Context: an optimization exercise on an open-source flow, tuned for small area, a short achievable clock period and few clock cycles per item. The choices shown serve that exercise and are no tape-out recipe. Function was checked by simulation only, so behaviour that the tests miss may differ from the original. Power is estimated from default activity; no workload was simulated.

--- flow/flow/run.sh ---
#!/bin/bash
# Standard layout with two changes: port buffers are plain buf_1 cells, and
# after placement the reset port buffer keeps only the gates of s_ready and
# busy, while a new buffer drives the rest of the reset net (flow/iso.tcl).
set -e
export BUFFER_PORTS_ARGS="-buffer_cell sky130_fd_sc_hd__buf_1"
bash standard.sh place > standard_place.log 2>&1
RES=$PWD/orfs/results/sky130hd/mlp_sequencer/base
RES=$RES OUT=$RES/3_place.odb openroad -no_init -exit flow/iso.tcl > iso.log 2>&1
bash standard.sh finish > standard_finish.log 2>&1
--- flow/flow/iso.tcl ---
# Give the reset port's fast path to s_ready/busy a buffer of its own: the
# port buffer keeps only the gates that feed those two outputs, and a new
# buffer drives the rest of the reset net.
set res $::env(RES)
read_db $res/3_place.odb
read_liberty /OpenROAD-flow-scripts/flow/platforms/sky130hd/lib/sky130_fd_sc_hd__tt_025C_1v80.lib
set block [ord::get_db_block]
set rport [$block findBTerm rstn]
set rnet [$rport getNet]
# port buffer: the one instance on the port net
set ib ""
foreach it [$rnet getITerms] { set ib [$it getInst] }
set onet ""
foreach it [$ib getITerms] { if {[$it isOutputSignal]} { set onet [$it getNet] } }
puts "reset port buffer [$ib getName] drives [$onet getName] with [llength [$onet getITerms]] pins"
# cells in the fan-in of the s_ready and busy ports, a few levels deep
proc fanin_insts {net depth} {
  set res {}
  if {$depth == 0} { return $res }
  foreach it [$net getITerms] {
    if {[$it isOutputSignal]} {
      set inst [$it getInst]
      lappend res [$inst getName]
      foreach iit [$inst getITerms] {
        if {[$iit isInputSignal] && [$iit getNet] ne "NULL"} {
          set res [concat $res [fanin_insts [$iit getNet] [expr {$depth - 1}]]]
        }
      }
    }
  }
  return $res
}
set keep {}
foreach p {s_ready busy} {
  set keep [concat $keep [fanin_insts [[$block findBTerm $p] getNet] 3]]
}
set keep [lsort -unique $keep]
puts "keep on port buffer: $keep"
set loads {}
set bx 0; set by 0; set n 0
foreach it [$onet getITerms] {
  if {[$it isInputSignal]} {
    set in [[$it getInst] getName]
    if {[lsearch $keep $in] < 0} {
      lappend loads "$in/[[$it getMTerm] getName]"
    }
  }
}
puts "moving [llength $loads] loads"
set loc [[$ib getBBox] xMin]
set x [expr {[[$ib getBBox] xMin] / 1000.0}]
set y [expr {[[$ib getBBox] yMin] / 1000.0}]
insert_buffer -buffer_cell sky130_fd_sc_hd__buf_4 -net [$onet getName] -load_pins $loads -location [list $x $y] -buffer_name rst_tree_buf
detailed_placement
check_placement
write_db $::env(OUT)
--- flow/standard.sh ---
#!/bin/bash
# synth_recipe.tcl (not shown) runs the flow's synth.tcl, then flattens the netlist and writes it again
# the make line also repeats each setting of config.mk as NAME=value (left out here)
make -C /OpenROAD-flow-scripts/flow DESIGN_CONFIG=/design/flow/config.mk WORK_HOME=/design/flow/orfs CLKGATE_MAP_FILE= SYNTH_SCRIPT=/design/flow/synth_recipe.tcl "${@:-finish}"
--- flow/config.mk ---
export PLATFORM = sky130hd
export DESIGN_NAME = mlp_sequencer
export DESIGN_NICKNAME = mlp_sequencer
export VERILOG_FILES = /design/flow/design.v
export SDC_FILE = /design/flow/constraint.sdc
export NUM_CORES = 4
export LEC_CHECK = 0
export CAP_MARGIN = 20
export CORE_MARGIN = 2
export CORE_UTILIZATION = 40
export CTS_BUF_LIST = sky130_fd_sc_hd__clkbuf_16
export CTS_CLUSTER_DIAMETER = 120
export CTS_CLUSTER_SIZE = 25
export PLACE_DENSITY = 0.8
export SETUP_SLACK_MARGIN = 4.4
export SLEW_MARGIN = 20
export TNS_END_PERCENT = 20
--- flow/constraint.sdc ---
create_clock -name core_clock -period 8.0 [get_ports {clk}]
set_input_delay 1.6000 -clock core_clock [delete_from_list [all_inputs] [get_ports {clk}]]
set_output_delay 1.6000 -clock core_clock [all_outputs]
set_load 0.01 [all_outputs]
--- flow/design.v ---
module mlp_sequencer #(
   parameter int N1        = 98,
   parameter int N2        = 10,
   parameter int W_K       = 4,
   parameter int W_X       = 8,
   parameter int W_OUT     = 16,
   parameter int ACT_SHIFT = 4,
   parameter int OUT_SHIFT = 8
) (
   input  logic                         clk,
   input  logic                         rstn,
   input  logic                         s_valid,
   output logic                         s_ready,
   input  logic [W_X-1:0]               s_data,
   output logic                         m_valid,
   input  logic                         m_ready,
   output logic [W_OUT-1:0]             m_data,
   output logic                         busy,
   output logic [1:0]                   w_sel,
   output logic [$clog2(N2+1)-1:0]      w_neuron,
   output logic [$clog2(N1/2+1)-1:0]    w_idx,
   input  logic [W_K-1:0]               w_data,
   output logic [W_K-1:0]               tanh_idx,
   input  logic [W_OUT-1:0]             tanh_data
);
   localparam int HALF   = N1 / 2;
   localparam int NEU_W  = $clog2(N2 + 1);
   localparam int IDX_W  = $clog2(N1 / 2 + 1);
   localparam int ACC1_W = W_X + W_K + $clog2(N1 + 2) - 1;    
   localparam int ACC2_W = W_OUT + W_K + $clog2(N2 + 1) - 1;  
   localparam int XW     = (W_OUT > W_X) ? W_OUT : W_X;
   localparam int TAP    = 1;    
   localparam logic signed [ACC1_W-1:0] T_MAX = ACC1_W'(2 ** (W_K - 1) - 1);
   localparam logic signed [ACC1_W-1:0] T_MIN = ACC1_W'(-(2 ** (W_K - 1)));
   logic                     r_l2;       
   logic                     r_out;      
   logic                     r_act;      
   logic [3:0]               r_pcnt;     
   logic                     r_first;    
   logic [1:0]               r_sel;
   logic [NEU_W-1:0]         r_neu;      
   logic [IDX_W-1:0]         r_idx;
   logic signed [XW-1:0]     r_x;        
   logic [ACC2_W-ACC1_W-1:0] r_yh;       
   logic                     r_m_valid;
   logic [N2*ACC1_W-1:0]     r_ring;
   logic                     r_mz, r_m2;  
   logic                     r_rdy;      
   logic                     r_neg0, r_one0, r_two0, r_neg1, r_one1, r_two1;
   logic                     w_bias, w_rdy, w_acc, w_last, w_mac, w_xld;
   logic [3:0]               w_pcnt;
   logic signed [XW-1:0]     w_x;
   logic [NEU_W-1:0]         w_neu_n;
   logic signed [ACC1_W-1:0] w_head, w_tap, w_sh;
   logic signed [ACC2_W-1:0] w_y;
   logic signed [ACC2_W-1:0] w_a, w_sum;
   logic [W_K-1:0]           w_t;
   assign w_head  = r_ring[ACC1_W-1:0];
   assign w_y     = {r_yh, r_ring[N2*ACC1_W-1 -: ACC1_W]};
   assign w_tap   = r_ring[TAP*ACC1_W +: ACC1_W];
   assign w_bias  = r_idx == IDX_W'(HALF);
   assign w_rdy   = r_rdy;
   assign w_acc   = s_valid && w_rdy;
   assign w_last  = r_pcnt == 4'd9;
   assign w_mac   = r_l2 || (!r_out && (r_act || w_bias || w_acc));
   always_comb begin
      if (r_l2 || r_out) w_pcnt = (r_pcnt == 4'd13) ? r_pcnt : r_pcnt + 1'b1;
      else if (!r_act) w_pcnt = 4'd1;
      else if (w_last && w_bias && r_sel != 2'd0) w_pcnt = '0;
      else w_pcnt = r_pcnt + 1'b1;
   end
   always_comb begin
      w_xld = 1'b1;
      w_x   = $signed(tanh_data);
      if (r_out) begin
         w_xld = r_pcnt == 4'd12;
         w_x   = XW'(w_y >>> OUT_SHIFT);
      end else if (!r_l2) begin
         w_xld = !r_act;
         w_x   = w_bias ? XW'(1) : XW'($signed(s_data));
      end else if (r_pcnt == 4'd10) begin
         w_x   = XW'(1);
      end
   end
   assign w_neu_n = (r_neu == NEU_W'(N2 - 1)) ? '0 : r_neu + 1'b1;
   assign s_ready  = rstn && w_rdy;
   assign busy     = rstn && !w_rdy;
   assign w_sel    = r_sel;
   assign w_neuron = r_neu;
   assign w_idx    = r_idx;
   assign tanh_idx = w_t;
   assign m_valid  = r_m_valid;
   assign m_data   = r_x;
   logic [XW:0]          b_x, b_x2, b_pp0, b_pp1;
   logic [ACC2_W-1:0]    c_r1, c_r2, c_s, c_c;
   assign b_x    = {r_x[XW-1], r_x};
   assign b_x2   = {r_x, 1'b0};
   assign b_pp0  = (({(XW+1){r_one0}} & b_x) | ({(XW+1){r_two0}} & b_x2)) ^ {(XW+1){r_neg0}};
   assign b_pp1  = (({(XW+1){r_one1}} & b_x) | ({(XW+1){r_two1}} & b_x2)) ^ {(XW+1){r_neg1}};
   assign w_a    = r_mz ? '0 : r_m2 ? w_y : ACC2_W'(w_head);
   assign c_r1   = {4'b1111, ~b_pp0[XW], b_pp0[XW], b_pp0[XW], b_pp0[XW-1:0]};
   assign c_r2   = {4'b0000, ~b_pp1[XW], b_pp1[XW-1:0], r_neg1, r_neg0};
   assign c_s    = w_a ^ c_r1 ^ c_r2;
   assign c_c    = (w_a & c_r1) | (w_a & c_r2) | (c_r1 & c_r2);
   logic [ACC2_W:0] c_sum;
   localparam int CPA_W = ACC2_W + 1;
   logic [CPA_W-1:0] k_a, k_b, k_g0, k_p0;
   logic [CPA_W-1:0] k_G, k_P;
   assign k_a  = {c_s, r_neg1};
   assign k_b  = {c_c[ACC2_W-2:0], r_neg1, r_neg1};
   assign k_g0 = k_a & k_b;
   assign k_p0 = k_a ^ k_b;
   always_comb begin
      k_G = k_g0;
      k_P = k_p0;
      for (int d = 1; d < CPA_W; d = d * 2)
         for (int i = 0; i < CPA_W; i++)
            if ((i / d) % 2 == 1) begin
               k_G[i] = k_G[i] | (k_P[i] & k_G[(i / d) * d - 1]);
               k_P[i] = k_P[i] & k_P[(i / d) * d - 1];
            end
   end
   assign c_sum  = k_p0 ^ {k_G[CPA_W-2:0], 1'b0};
   assign w_sum  = c_sum[ACC2_W:1];
   always_comb begin
      w_sh = w_tap >>> ACT_SHIFT;
      if (w_sh > T_MAX)      w_t = W_K'(2 ** W_K - 1);
      else if (w_sh < T_MIN) w_t = '0;
      else                   w_t = W_K'(w_sh) ^ W_K'(2 ** (W_K - 1));
   end
   always_ff @(posedge clk) begin
      r_ring <= {w_sum[ACC1_W-1:0], r_ring[N2*ACC1_W-1:ACC1_W]};
      r_neg0 <= w_mac & w_data[1];
      r_one0 <= w_mac & w_data[0];
      r_two0 <= w_mac & w_data[1] & ~w_data[0];
      r_neg1 <= w_mac & w_data[3] & ~(w_data[2] & w_data[1]);
      r_one1 <= w_mac & (w_data[2] ^ w_data[1]);
      r_two1 <= w_mac & ((w_data[3] & ~w_data[2] & ~w_data[1]) | (~w_data[3] & w_data[2] & w_data[1]));
      r_pcnt <= w_pcnt;
      r_mz   <= r_l2 ? r_pcnt == 4'd0 : r_first;
      r_m2   <= r_l2;
      if (w_xld) r_x <= w_x;
      r_yh   <= w_sum[ACC2_W-1:ACC1_W];
   end
   always_ff @(posedge clk) begin
      if (!rstn) begin
         r_l2      <= 1'b0;
         r_out     <= 1'b0;
         r_act     <= 1'b0;
         r_first   <= 1'b1;
         r_sel     <= '0;
         r_neu     <= '0;
         r_idx     <= '0;
         r_m_valid <= 1'b0;
         r_rdy     <= 1'b1;
      end else begin
         r_neu <= w_neu_n;
         if (r_out && r_pcnt == 4'd12) r_m_valid <= 1'b1;
         else if (m_ready) r_m_valid <= 1'b0;
         if (r_out) begin
            if (r_pcnt == 4'd13 && m_ready) begin
               r_out <= 1'b0;
               r_rdy <= 1'b1;
            end
         end else if (r_l2) begin
            r_idx <= IDX_W'(w_neu_n);
            if (r_pcnt == 4'd9) begin
               r_idx <= IDX_W'(N2);
            end else if (r_pcnt == 4'd10) begin
               r_l2    <= 1'b0;
               r_out   <= 1'b1;
               r_first <= 1'b1;
               r_sel   <= '0;
               r_idx   <= '0;
            end
         end else if (!r_act) begin
            if (w_bias) begin
               r_act <= 1'b1;
               r_rdy <= 1'b0;
            end else if (w_acc) begin
               if (|s_data) begin
                  r_act <= 1'b1;
                  r_rdy <= 1'b0;
               end else begin
                  r_idx <= r_idx + 1'b1;
                  r_rdy <= r_idx != IDX_W'(HALF - 1);
               end
            end
         end else if (w_last) begin
            r_act   <= 1'b0;
            r_first <= 1'b0;
            if (!w_bias) begin
               r_idx <= r_idx + 1'b1;
               r_rdy <= r_idx != IDX_W'(HALF - 1);
            end else if (r_sel == 2'd0) begin
               r_sel <= 2'd1;
               r_idx <= '0;
               r_rdy <= 1'b1;
            end else begin
               r_l2  <= 1'b1;
               r_sel <= 2'd2;
               r_idx <= IDX_W'(w_neu_n);
            end
         end
      end
   end
endmodule
==> results of run 1 <==
-- power groups by stage --
stage	clock network, uW	registers (uW)	logic, uW
floorplan	0	1810	521
global placement	0	1900	623
detailed placement	0	1920	654
CTS	676	1910	672
global route	718	1960	771
finish	659	1900	686
-- final cells by class --
cell class,instances,area [um2]
Fill cell,1934,11400
Sequential cell,231,4840
Multi-Input combinational cell,453,3430
Timing Repair Buffer,76,365
Tap cell,275,344
Clock buffer,13,325
Inverter,49,193
Clock inverter,4,36.3
-- per-stage QoR --
step	area [um2]	utilization (%)	power [uW]	hold WS (ns)
floorplan	8510	-	2330	0.310
global placement	9010	43.0	2530	0.310
detailed placement	9010	43.0	2570	0.312
CTS	9440	45.1	3250	0.330
global route	9540	45.5	3450	0.337
finish	9540	45.5	3250	0.331
-- cells in the final DEF, fill, tap and decap left out, drive strengths merged, types with 2 or more instances in the layout --
cell type    n
nand2b       5
nand3b       5
o22ai        2
nand4        5
mux2i       22
o31a         2
or2         13
mux2         2
a221oi       2
and2         9
o21a         4
nand3        6
xnor2       33
a2111oi      2
edfxtp      20
nor2        35
a21oi       37
nand2       54
and3b        2
o21ai       35
nor3b        2
clkbuf      14
nor2b       11
ha          30
a211oi       6
nor4         3
a21o        11
dfxtp      211
or4          3
buf         75
fa          21
a31oi        6
nor3         8
xor2        21
a22oi       38
o21bai       3
inv         51
o31ai        2
-- logic make-up after synthesis --
logic type               Yosys count  synth area share [%]
AND/OR/NAND/NOR                  166                  9.78
AO/OA/AOI/OAI                    158                  12.3
multiplexers                      24                  2.85
flip-flops                       231                  56.7
XOR/XNOR                          54                  5.56
buffers and inverters             79                  3.50
adder cells (fa/ha/maj)           51                  9.35
-- flip-flops by register name, summed over array words and instances, names as in the netlist, 2 cells and up --
register / cells
r_yh: 5
r_ring: 180
r_sel: 2
r_x: 16
r_idx: 6
r_neu: 4
r_pcnt: 4
-- worst paths after layout --
check                      from                  end  slack (ns)  cells after the start
max                        rstn                 busy        4.38                      4
min          r_ring[91]$_DFF_P_   r_ring[73]$_DFF_P_        0.33                      0
min reg2reg  r_ring[91]$_DFF_P_   r_ring[73]$_DFF_P_        0.33                      0
max reg2reg    r_x[1]$_DFFE_PP_  r_ring[170]$_DFF_P_        4.44                     14
-- routing by layer --
layer	GRT usage, %	up-vias	wire [um]	share of wire [%]
met5	0	-	0	0
met4	4.01	0	414	2.3
met3	2.56	35	1390	7.6
met2	27.5	246	8670	48
met1	21.7	2713	7770	43
li1	-	2711	-	-
-- synthesized netlist by cell type, types with 4 or more instances --
library cell / n
nor2_1: 35
and2_1: 8
inv_1: 48
a211oi_1: 6
or2_2: 13
o21ai_0: 35
ha_1: 30
xnor2_1: 33
nor2b_1: 11
nor3_1: 8
o21a_1: 4
nand4_1: 5
xor2_1: 21
nand2_1: 54
clkbuf_1: 26
a22oi_1: 38
a21oi_1: 37
a21o_1: 10
fa_1: 21
nand2b_1: 5
a31oi_1: 6
mux2i_1: 22
edfxtp_1: 20
dfxtp_1: 211
nand3_1: 6
nand3b_1: 5
-- repair_timing --
item,in CTS,in global routing
pin swaps,0,5
endpoints found under the hold margin,0,0
gates cloned,0,1
setup buffers,5,0
gates resized for setup,15,20
hold buffers,0,0
setup endpoints to repair,14,12
==> run notes, run 1 <==
# TYPE chip_impl_metric gauge
chip_impl_metric{name="timing_max_transition_violations_final",unit=""} 0
chip_impl_info{name="setup_repair_after_global_routing_missed_its_margin",value="yes"} 1
chip_impl_metric{name="synth.yosys.seq_area_share",unit="%"} 56.7
chip_impl_metric{name="intPower",unit="uW"} 2270
chip_impl_metric{name="htree_levels",unit=""} 1
chip_impl_metric{name="syn-cell-area",unit="um2"} 8510
chip_impl_metric{name="global_route_wire_length_before_repair",unit="um"} 28700
chip_impl_metric{name="switching_share",unit="%"} 30.0
chip_impl_metric{name="die_area",unit="um2"} 22500
chip_impl_metric{name="cts.path.max_buffers",unit=""} 3
chip_impl_metric{name="detailedPlace.worstSlack",unit="ns"} 3.76
chip_impl_metric{name="antenna_cells",unit=""} 0
chip_impl_info{name="path_cells",value="buf_8, clkinvlp_4, nor2_2, buf_2"} 1
chip_impl_metric{name="drt_drc_violations_left",unit=""} 0
chip_impl_metric{name="cts_num_sinks",unit=""} 231
chip_impl_metric{name="max_freq",unit="GHz"} 0.276
chip_impl_metric{name="initial_utilization",unit="%"} 40.6
chip_impl_metric{name="numPortBuffers",unit=""} 66
chip_impl_info{name="synth_top_cells_by_area",value="dfxtp_1 (50%), edfxtp_1 (7.1%), fa_1 (4.9%)"} 1
chip_impl_metric{name="grt_util_all_layers",unit="%"} 16.2
chip_impl_metric{name="final_cells",unit=""} 1101
chip_impl_metric{name="vias",unit=""} 5705
chip_impl_metric{name="max-vdd-ir-drop",unit="mV"} 0.135
chip_impl_metric{name="max-cap-violations",unit=""} 0
chip_impl_info{name="clk_root_buffer_cell",value="clkbuf_16"} 1
chip_impl_info{name="synth_top_area_cell",value="dfxtp_1"} 1
chip_impl_metric{name="hpwl",unit="um"} 12600
chip_impl_metric{name="fp.coreArea",unit="um2"} 21000
chip_impl_metric{name="maximum_fanout_along_the_worst_path",unit=""} 3
chip_impl_metric{name="slew_worst_pin",unit="ns"} 0.760
chip_impl_metric{name="cp.arrival",unit="ns"} 2.02
chip_impl_metric{name="dieHeight",unit="um"} 150
chip_impl_metric{name="finClkSkew",unit="ns"} 0.0265
chip_impl_info{name="clock_tree_from_tritoncts",value="done"} 1
chip_impl_metric{name="timing_hold_violations_final",unit=""} 0
chip_impl_metric{name="finalCritPeriodShare",unit="%"} 45.3
chip_impl_metric{name="global_route.overflow_total",unit=""} 0
chip_impl_metric{name="first_global_vias",unit=""} 5522
chip_impl_metric{name="power.share.clock",unit="%"} 20.3
chip_impl_metric{name="critical_path_buf_inv_count",unit=""} 3
chip_impl_info{name="timing.critical_path.from_type",value="primary input"} 1
chip_impl_metric{name="synth_enable_flop_cells",unit=""} 20
chip_impl_metric{name="via_density_per_instance",unit=""} 5.18
chip_impl_metric{name="crit_required",unit="ns"} 6.40
chip_impl_metric{name="cts_inserted_buffers",unit=""} 13
chip_impl_metric{name="postSynth.asyncResetShare",unit="%"} 0
chip_impl_info{name="critical-path-slowest-cell",value="buf_2"} 1
chip_impl_metric{name="synth_nets",unit=""} 846
chip_impl_metric{name="drt_iter0_markers",unit=""} 496
chip_impl_metric{name="share_of_the_synthesized_area_in_the_top_cell_type",unit="%"} 49.6
chip_impl_metric{name="area_growth",unit="%"} 12.1
chip_impl_metric{name="clk_transition_reported_paths",unit="ns"} 0.09
chip_impl_metric{name="final_layout_size_suffix_gt1_share",unit="%"} 8.72
chip_impl_metric{name="crit_path_max_incr_delay",unit="ns"} 0.13
chip_impl_metric{name="setup_total_negative_slack",unit="ns"} 0
chip_impl_metric{name="seqPwrFrac",unit="%"} 58.6
chip_impl_info{name="cp-end-kind",value="output port"} 1
chip_impl_metric{name="detailed_route_wire_length_per_cell",unit="um"} 16.6
chip_impl_info{name="run_status",value="no timing/DRC/antenna violations"} 1
chip_impl_metric{name="pwr_density_cell",unit="nW/um2"} 341
chip_impl_metric{name="synthCells",unit=""} 763
chip_impl_metric{name="grt_antenna_before_repair",unit=""} 0
chip_impl_metric{name="place.detailed.instances",unit=""} 1077
chip_impl_metric{name="finalCriticalPeriod",unit="ns"} 3.62
chip_impl_metric{name="antenna_left",unit=""} 0
chip_impl_metric{name="floorplan.die.width",unit="um"} 150
chip_impl_info{name="hp-class",value="reg2reg"} 1
chip_impl_metric{name="postSynthAreaPerCell",unit="um2"} 11.2
chip_impl_metric{name="clk-insertion-delay-late",unit="ns"} 0.48
chip_impl_metric{name="route.final.wire_length",unit="um"} 18200
chip_impl_info{name="cp_top_family",value="buffers and inverters"} 1
chip_impl_metric{name="finalSetupViolCount",unit=""} 0
chip_impl_metric{name="synth-seq-cells",unit=""} 231
chip_impl_metric{name="p_switching",unit="uW"} 976
chip_impl_metric{name="max-slew-margin-rel",unit="%"} 49.2
chip_impl_info{name="commonest_register_cell_after_synthesis",value="dfxtp_1"} 1
chip_impl_metric{name="yosys.cell_types.count",unit=""} 58
chip_impl_metric{name="row_count",unit=""} 53
chip_impl_metric{name="first_pass_iters",unit=""} 7
chip_impl_metric{name="timing.final.ws_setup",unit="ns"} 4.38
chip_impl_metric{name="ios",unit=""} 67
chip_impl_metric{name="final_nets",unit=""} 907
chip_impl_metric{name="finalWeightedCongestion",unit=""} 0.926
chip_impl_metric{name="comb_power_share",unit="%"} 21.1
chip_impl_info{name="worst-setup-path-type",value="in2out"} 1
chip_impl_metric{name="leakagePower",unit="uW"} 0.00376
chip_impl_metric{name="synth_warnings",unit=""} 1
chip_impl_metric{name="pin_count_of_the_biggest_net_entering_global_routing",unit=""} 43
Testbench counts, summed over its fixed seeds: cycles 89,766, items 96.
==> inputs of run 2 (changes only) <==
--- a/flow/config.mk
+++ b/flow/config.mk
@@ -9,3 +9,3 @@
 export CORE_MARGIN = 2
-export CORE_UTILIZATION = 40
+export CORE_UTILIZATION = 55
 export CTS_BUF_LIST = sky130_fd_sc_hd__clkbuf_16
@@ -13,4 +13,4 @@
 export CTS_CLUSTER_SIZE = 25
-export PLACE_DENSITY = 0.8
-export SETUP_SLACK_MARGIN = 4.4
+export PLACE_DENSITY = 0.85
+export SETUP_SLACK_MARGIN = 4.45
 export SLEW_MARGIN = 20
==> run notes, run 2 <==
# TYPE chip_impl_metric gauge
chip_impl_metric{name="postSynth.asyncResetShare",unit="%"} 0
chip_impl_metric{name="cp.arrival",unit="ns"} 2.00
chip_impl_metric{name="pwr_density_cell",unit="nW/um2"} 344
chip_impl_metric{name="finalWeightedCongestion",unit=""} 0.964
chip_impl_metric{name="via_density_per_instance",unit=""} 5.46
chip_impl_metric{name="htree_levels",unit=""} 1
chip_impl_metric{name="detailedPlace.worstSlack",unit="ns"} 3.89
chip_impl_metric{name="comb_power_share",unit="%"} 20.6
chip_impl_metric{name="critical_path_buf_inv_count",unit=""} 3
chip_impl_info{name="critical-path-slowest-cell",value="buf_2"} 1
chip_impl_metric{name="die_area",unit="um2"} 16500
chip_impl_metric{name="fp.coreArea",unit="um2"} 15100
chip_impl_metric{name="max-cap-violations",unit=""} 0
chip_impl_metric{name="max-slew-margin-rel",unit="%"} 44.7
chip_impl_metric{name="fillers",unit=""} 1160
chip_impl_metric{name="numPortBuffers",unit=""} 66
chip_impl_metric{name="row_count",unit=""} 45
chip_impl_info{name="final_cell_mix",value="dfxtp_1 (203), buf_1 (64), nand2_1 (54)"} 1
chip_impl_metric{name="intPower",unit="uW"} 2270
chip_impl_metric{name="crit_required",unit="ns"} 6.40
chip_impl_info{name="cp-end-kind",value="output port"} 1
chip_impl_metric{name="area_growth",unit="%"} 10.5
chip_impl_info{name="commonest_register_cell_after_synthesis",value="dfxtp_1"} 1
chip_impl_metric{name="grt_util_all_layers",unit="%"} 20.4
chip_impl_info{name="clk_root_buffer_cell",value="clkbuf_16"} 1
chip_impl_info{name="synth_top_area_cell",value="dfxtp_1"} 1
chip_impl_info{name="worst-setup-path-type",value="in2out"} 1
chip_impl_metric{name="yosys.cell_types.count",unit=""} 58
chip_impl_metric{name="share_of_the_synthesized_area_in_the_top_cell_type",unit="%"} 49.6
chip_impl_metric{name="cts.path.max_buffers",unit=""} 3
chip_impl_metric{name="finalSetupViolCount",unit=""} 0
chip_impl_metric{name="vias",unit=""} 5534
chip_impl_metric{name="syn-cell-area",unit="um2"} 8510
chip_impl_metric{name="cts_inserted_buffers",unit=""} 13
chip_impl_metric{name="power.share.clock",unit="%"} 20.5
chip_impl_info{name="post_synth_most_frequent_cells",value="dfxtp_1 (211), nand2_1 (54), inv_1 (48), a22oi_1 (38), a21oi_1 (37)"} 1
chip_impl_metric{name="detailed_route_wire_length_per_cell",unit="um"} 16.4
chip_impl_metric{name="first_pass_iters",unit=""} 5
chip_impl_metric{name="crit_path_max_incr_delay",unit="ns"} 0.13
chip_impl_metric{name="worstRegToRegCells",unit=""} 10
chip_impl_metric{name="max_freq",unit="GHz"} 0.278
chip_impl_info{name="cp_top_family",value="buffers and inverters"} 1
chip_impl_metric{name="timing_max_transition_violations_final",unit=""} 0
chip_impl_metric{name="antenna_left",unit=""} 0
chip_impl_info{name="most_common_cell_after_layout_fill_and_taps_aside",value="dfxtp_1"} 1
chip_impl_metric{name="synth.yosys.seq_area_share",unit="%"} 56.7
chip_impl_metric{name="setup_total_negative_slack",unit="ns"} 0
chip_impl_metric{name="finClkSkew",unit="ns"} 0.0202
chip_impl_metric{name="floorplan.die.width",unit="um"} 128
chip_impl_info{name="holdCritStartpoint",value="r_ring[42]$_DFF_P_"} 1
chip_impl_metric{name="largest_register_ff_count",unit=""} 180
chip_impl_metric{name="cp.depth",unit=""} 4
chip_impl_metric{name="synth_warnings",unit=""} 1
chip_impl_info{name="run_status",value="no timing/DRC/antenna violations"} 1
chip_impl_metric{name="max-vdd-ir-drop",unit="mV"} 0.196
chip_impl_metric{name="pin_count_of_the_biggest_net_entering_global_routing",unit=""} 43
chip_impl_metric{name="synth-seq-cells",unit=""} 231
chip_impl_metric{name="antenna_cells",unit=""} 0
chip_impl_metric{name="timing.final.ws_setup",unit="ns"} 4.40
chip_impl_info{name="critPathLaunch",value="rstn"} 1
chip_impl_metric{name="cts_hold_repair.buffers",unit=""} 0
chip_impl_info{name="synthMostInstantiatedCell",value="dfxtp_1"} 1
chip_impl_metric{name="synth_enable_flop_cells",unit=""} 20
chip_impl_metric{name="hpwl",unit="um"} 11800
chip_impl_metric{name="route.final.wire_length",unit="um"} 16700
chip_impl_metric{name="clk_transition_reported_paths",unit="ns"} 0.09
chip_impl_metric{name="min_path_cells",unit=""} 0
chip_impl_metric{name="finalCriticalPeriod",unit="ns"} 3.60
chip_impl_metric{name="cts_num_sinks",unit=""} 231
chip_impl_metric{name="synthCells",unit=""} 763
chip_impl_metric{name="seqPwrFrac",unit="%"} 58.9
chip_impl_metric{name="global_route_wire_length_before_repair",unit="um"} 26600
chip_impl_info{name="reg.largest.list",value="r_ring (180), r_x (16), r_idx (6)"} 1
chip_impl_metric{name="postSynthAreaPerCell",unit="um2"} 11.2
chip_impl_metric{name="final_nets",unit=""} 907
chip_impl_metric{name="grt_antenna_before_repair",unit=""} 0
chip_impl_metric{name="final_layout_size_suffix_gt1_share",unit="%"} 8.35
chip_impl_metric{name="initial_utilization",unit="%"} 56.2
chip_impl_metric{name="synth_nets",unit=""} 846
chip_impl_info{name="max_flop_register",value="r_ring"} 1
chip_impl_info{name="clock_tree_from_tritoncts",value="done"} 1
chip_impl_metric{name="maximum_fanout_along_the_worst_path",unit=""} 3
chip_impl_metric{name="switching_share",unit="%"} 29.8
chip_impl_metric{name="clk-insertion-delay-late",unit="ns"} 0.47
chip_impl_metric{name="ios",unit=""} 67
chip_impl_info{name="setup_repair_after_global_routing_missed_its_margin",value="yes"} 1
chip_impl_info{name="timing.critical_path.from_type",value="primary input"} 1
chip_impl_info{name="path_cells",value="buf_8, clkinvlp_4, nor2_2, buf_2"} 1
chip_impl_info{name="start_of_the_worst_register_to_register_path",value="r_one1$_DFF_P_"} 1
chip_impl_metric{name="p_switching",unit="uW"} 962
chip_impl_metric{name="global_route.overflow_total",unit=""} 0
chip_impl_metric{name="timing_hold_violations_final",unit=""} 0
chip_impl_info{name="synth_top_cells_by_area",value="dfxtp_1 (50%), edfxtp_1 (7.1%), fa_1 (4.9%)"} 1
chip_impl_metric{name="dieHeight",unit="um"} 128
chip_impl_metric{name="drt_iter0_markers",unit=""} 441
chip_impl_info{name="hp-class",value="reg2reg"} 1
chip_impl_metric{name="slew_worst_pin",unit="ns"} 0.829
chip_impl_metric{name="drt_drc_violations_left",unit=""} 0
chip_impl_metric{name="first_global_vias",unit=""} 5273
chip_impl_metric{name="leakagePower",unit="uW"} 0.00375
chip_impl_metric{name="finalCritPeriodShare",unit="%"} 45.0
==> run 2: path summary, 6_finish.rpt <==
kind / endpoint / slack, ns
max reg2reg: r_ring[178]$_DFF_P_ / 4.51
min reg2reg: r_ring[24]$_DFF_P_ / 0.33
min: r_ring[24]$_DFF_P_ / 0.33
max: busy / 4.40
==> run 2: cell type report <==
| type | count | area (um2) | share of cell area (%) |
|---|---|---|---|
| multi-input cells | 453 | 3420 | 36.4 |
| well taps | 188 | 235 | 2.50 |
| clock inverters | 4 | 36.3 | 0.386 |
| clock buffers | 13 | 325 | 3.46 |
| repair buffers | 76 | 348 | 3.70 |
| flip-flops and latches | 231 | 4840 | 51.5 |
| inverters | 49 | 193 | 2.05 |
==> run 2: repair_timing <==
action	4_1_cts	5_1_grt
pin swaps	0	3
cloned	0	0
resized for setup	19	12
setup endpoints to repair	15	12
buffers inserted	2	4
==> run 2: cell families after synthesis <==
logic type | synth area share (%)
flip-flops | 56.7
AND/OR/NAND/NOR | 9.78
AO/OA/AOI/OAI | 12.3
buffers and inverters | 3.50
XOR/XNOR | 5.56
adder cells (fa/ha/maj) | 9.35
multiplexers | 2.85
==> run 2: layer usage <==
layer  share of wire, %  global-route usage [%]  wire length, um
met1                 45                    27.9             7470
met2                 47                    34.3             7850
met3                5.7                    2.87              956
met4                2.3                    5.17              377
met5                  0                       0                0
==> run 2: through the flow <==
| step | instance area (um2) | utilization [%] | total power, uW | hold WS, ns | cells |
|---|---|---|---|---|---|
| 6_report | 9400 | 62.1 | 3230 | 0.329 | 1014 |
| 4_1_cts | 9330 | 61.6 | 3240 | 0.329 | 1010 |
| 3_3_place_gp | 8900 | 58.8 | 2520 | 0.310 | 990 |
| 3_5_place_dp | 8900 | 58.8 | 2570 | 0.312 | 990 |
| 5_1_grt | 9400 | 62.1 | 3420 | 0.337 | 1014 |
| 2_1_floorplan | 8520 | - | 2330 | 0.310 | 763 |
==> run 2: power by group through the flow <==
stage / Combinational [uW] / Sequential [uW] / Clock [uW]
global placement: 613 / 1900 / 0
global route: 747 / 1960 / 715
CTS: 651 / 1910 / 679
detailed placement: 642 / 1930 / 0
finish: 665 / 1900 / 664
floorplan: 521 / 1810 / 0

## static timing again, ports no longer ideal
In the flow no input, the clock included, has a driving cell. The finished layouts below were timed again as built, in two steps.
Step 1 (the two cells are an assumption about what drives the block):
set clk [get_ports {clk}]
set_driving_cell -lib_cell sky130_fd_sc_hd__clkbuf_16 $clk
set_driving_cell -lib_cell sky130_fd_sc_hd__buf_2 [delete_from_list [all_inputs] $clk]
Step 2 moves the port delays by t, midway between the first and last clock arrival at a register: inputs arrive t later, outputs are due t later. That takes back most of the time a late clock gives input paths.
a / b / c = ideal / step 1 / step 2; a / b = the first two.
run	t (ns)	slack for setup (ns)	hold WS [ns]	worst register clock-pin slew, ns	worst data-port slew with drivers (ns)
run 1	0.508	4.378 / 4.325 / 4.325	0.331 / 0.331 / 0.331	0.10 / 0.10	0.05
run 2	0.507	4.397 / 4.344 / 4.344	0.329 / 0.329 / 0.329	0.10 / 0.10	0.05
After both steps every run listed still meets setup and hold.
